Source: an optimization exercise on an open RTL-to-GDS flow (aim: small area). Production flows keep margins and buffers that such runs may drop.
The RTL was checked by simulation tests, not by an equivalence proof against the original design.
No activity file was given, so power comes from the tool's default toggle rates.

## processor
module processor #(
	parameter logic [31:0] boot_addr = 32'h0
) (
	input  logic              clk,
	input  logic              rst,
	input  logic [31:0]       IM_inst,
	output logic [31:0]       IF_pc,
	input  logic [31:0]       DM_mem_dout,
	output logic [31:0]       MEM_mem_addr,
	output logic [1:0]        MEM_mem_cmd,
	output logic [31:0]       MEM_mem_din
);
	rv5_pkg::dec_t dec, dec1, dec2;
	logic [31:0] rs1_data, rs2_data;
	logic [31:0] em_a, em_r2;
	logic [31:12] em_ip;
	logic [4:0]  em_rd;
	logic        em_k_reg, em_k_u, em_wr, em_mem;
	logic [31:0] opb, alu_sum;
	logic [31:0] wb_data, mw_data;
	logic [4:0]  mw_rd;
	logic        mw_we;
	if_stage if_stage_i (
		.clk     (clk),
		.rst     (rst),
		.IM_inst (IM_inst),
		.IF_pc   (IF_pc),
		.dec     (dec)
	);
	pipe_reg #(.width(rv5_pkg::dec_w), .ctl_w(2)) dec1_i (
		.clk (clk), .rst (rst), .d (dec), .q (dec1)
	);
	pipe_reg #(.width(rv5_pkg::dec_w), .ctl_w(2)) dec2_i (
		.clk (clk), .rst (rst), .d (dec1), .q (dec2)
	);
	pipe_reg #(.width(93), .ctl_w(2)) em_i (
		.clk (clk), .rst (rst),
		.d   ({rs1_data, rs2_data, dec2.p, dec2.k_reg, dec2.k_u, dec2.wr, dec2.mem}),
		.q   ({em_a, em_r2, em_ip, em_rd, em_k_reg, em_k_u, em_wr, em_mem})
	);
	id_stage id_stage_i (
		.ip       (em_ip),
		.rd       (em_rd),
		.k_reg    (em_k_reg),
		.k_u      (em_k_u),
		.is_st    (em_mem & ~em_wr),
		.rs2_data (em_r2),
		.opb      (opb)
	);
	ex_stage ex_stage_i (
		.a       (em_a),
		.b       (opb),
		.k_reg   (em_k_reg),
		.f3      (em_ip[14:12]),
		.sub     (em_ip[30]),
		.ld      (em_wr & em_mem),
		.ld_data (DM_mem_dout),
  ...
Settings: LEC_CHECK=0, CAP_MARGIN=20, CORE_MARGIN=2, CORE_UTILIZATION=50, PLACE_DENSITY=0.6, SETUP_SLACK_MARGIN=0.15, SLEW_MARGIN=20, SYNTH_HIERARCHICAL=1; clock period 6.5 ns.
standard.sh (not shown) runs the stock make flow with config.mk's settings and CLKGATE_MAP_FILE= SYNTH_SCRIPT=/design/flow/synth_recipe.tcl, a recipe that flattens the netlist after the stock synthesis.
==> flow/flow/run.sh <==
#!/bin/bash
# The standard layout, with smaller port buffers and a clock tree without dummy loads.
set -euo pipefail
export BUFFER_PORTS_ARGS="-buffer_cell sky130_fd_sc_hd__buf_1"
export CTS_ARGS="-sink_clustering_enable -repair_clock_nets -dont_use_dummy_load -buf_list sky130_fd_sc_hd__clkbuf_8 -sink_clustering_buffer sky130_fd_sc_hd__clkbuf_4 -sink_clustering_size 10 -sink_clustering_max_diameter 35"
bash standard.sh > standard.log 2>&1
The baseline finished with timing, DRC and antenna clean.
Edit:
==> flow/flow/run.sh (replaced) <==
#!/bin/bash
# The standard layout, with smaller port buffers and a clock tree without dummy loads.
set -euo pipefail
export BUFFER_PORTS_ARGS="-buffer_cell sky130_fd_sc_hd__buf_1"
export CTS_ARGS="-sink_clustering_enable -repair_clock_nets -dont_use_dummy_load -buf_list sky130_fd_sc_hd__clkbuf_8 -sink_clustering_size 20 -sink_clustering_max_diameter 50"
bash standard.sh > standard.log 2>&1
Result: The changed run produced a clean layout. Total power increases by 0.73%. Core utilization barely changes. Hold slack improved by 0.0053 ns. Sequential cell count is unchanged. Synthesized cell count does not change. Final cell count went down by 1.5%. Routed wire length came out lower by 0.42%. Worst setup slack loses 0.051 ns. Global-route usage fell by 0.20 points. Die area stays the same.

---

== the baseline ==
Another version of the RTL of processor (not shown whole).
Size: roughly 3200 cells after synthesis, about 1200 flip-flops, ~160 I/O pins, about 51000 µm² of cells after synthesis.
clock: 6.5 ns
lec_check: 0
cap_margin: 20
core_margin: 2
core_utilization: 50
place_density: 0.6
setup_slack_margin: 0.15
slew_margin: 20
synth_hierarchical: 1
==> flow/flow/run.sh <==
#!/bin/bash
# The standard layout, with the smallest port buffers and a clock tree without
# dummy loads whose leaf buffers are small.
set -euo pipefail
export BUFFER_PORTS_ARGS="-buffer_cell sky130_fd_sc_hd__buf_1"
export CTS_ARGS="-sink_clustering_enable -repair_clock_nets -dont_use_dummy_load -buf_list sky130_fd_sc_hd__clkbuf_8 -sink_clustering_buffer sky130_fd_sc_hd__clkbuf_4 -sink_clustering_size 11 -sink_clustering_max_diameter 38"
bash standard.sh > standard.log 2>&1
The baseline: flow completed, timing, DRC and antenna clean
diff inputs: the baseline => the candidate
==> flow/flow/run.sh <==
#!/bin/bash
# The standard layout, with the smallest port buffers and a clock tree without
# dummy loads whose leaf buffers are small.
set -euo pipefail
export BUFFER_PORTS_ARGS="-buffer_cell sky130_fd_sc_hd__buf_1"
export CTS_ARGS="-sink_clustering_enable -repair_clock_nets -dont_use_dummy_load -buf_list sky130_fd_sc_hd__clkbuf_8 -sink_clustering_buffer sky130_fd_sc_hd__clkbuf_4 -sink_clustering_size 10 -sink_clustering_max_diameter 35"
bash standard.sh > standard.log 2>&1
Results
In terms of global-route usage, the baseline and the candidate differ only marginally.
The candidate and the baseline ended up with roughly the same routed via count.
Compared to the baseline, the candidate has post-layout net count about 0.7% higher.
Comparing worst setup slack after layout for the baseline and the candidate, the bigger number came from the candidate.
Any difference in switching part of the total power between the candidate and the baseline is small enough to ignore.
The candidate against the baseline: wire length held steady, met3 routing resource usage after global routing -0.18 points.

separate check: timing with driven ports:
The flow's constraints put no driver on any port. The routed layouts listed below were extracted and timed again, unchanged, in two steps.
Step 1: set_driving_cell puts a clkbuf_16 on clk and a buf_2 on each other input, an assumption about the parent block.
Step 2, shift: input delay + t, output delay - t, t = (earliest + latest rising clock arrival at the registers) / 2. This alone moves slack from input paths to output paths.
Three values: ideal ports, drivers, drivers and shift; two values: the first two.
run	t (ns)	slack for setup (ns)	pins driven straight from the clock port
the first run of note 1	0.901	0.483 / 0.413 / 1.314	1
the second run of note 1	0.854	0.432 / 0.367 / 1.221	1
the baseline	0.886	0.445 / 0.377 / 1.264	1
the candidate	0.901	0.512 / 0.447 / 1.348	1
After both steps setup and hold are still met in every run listed.
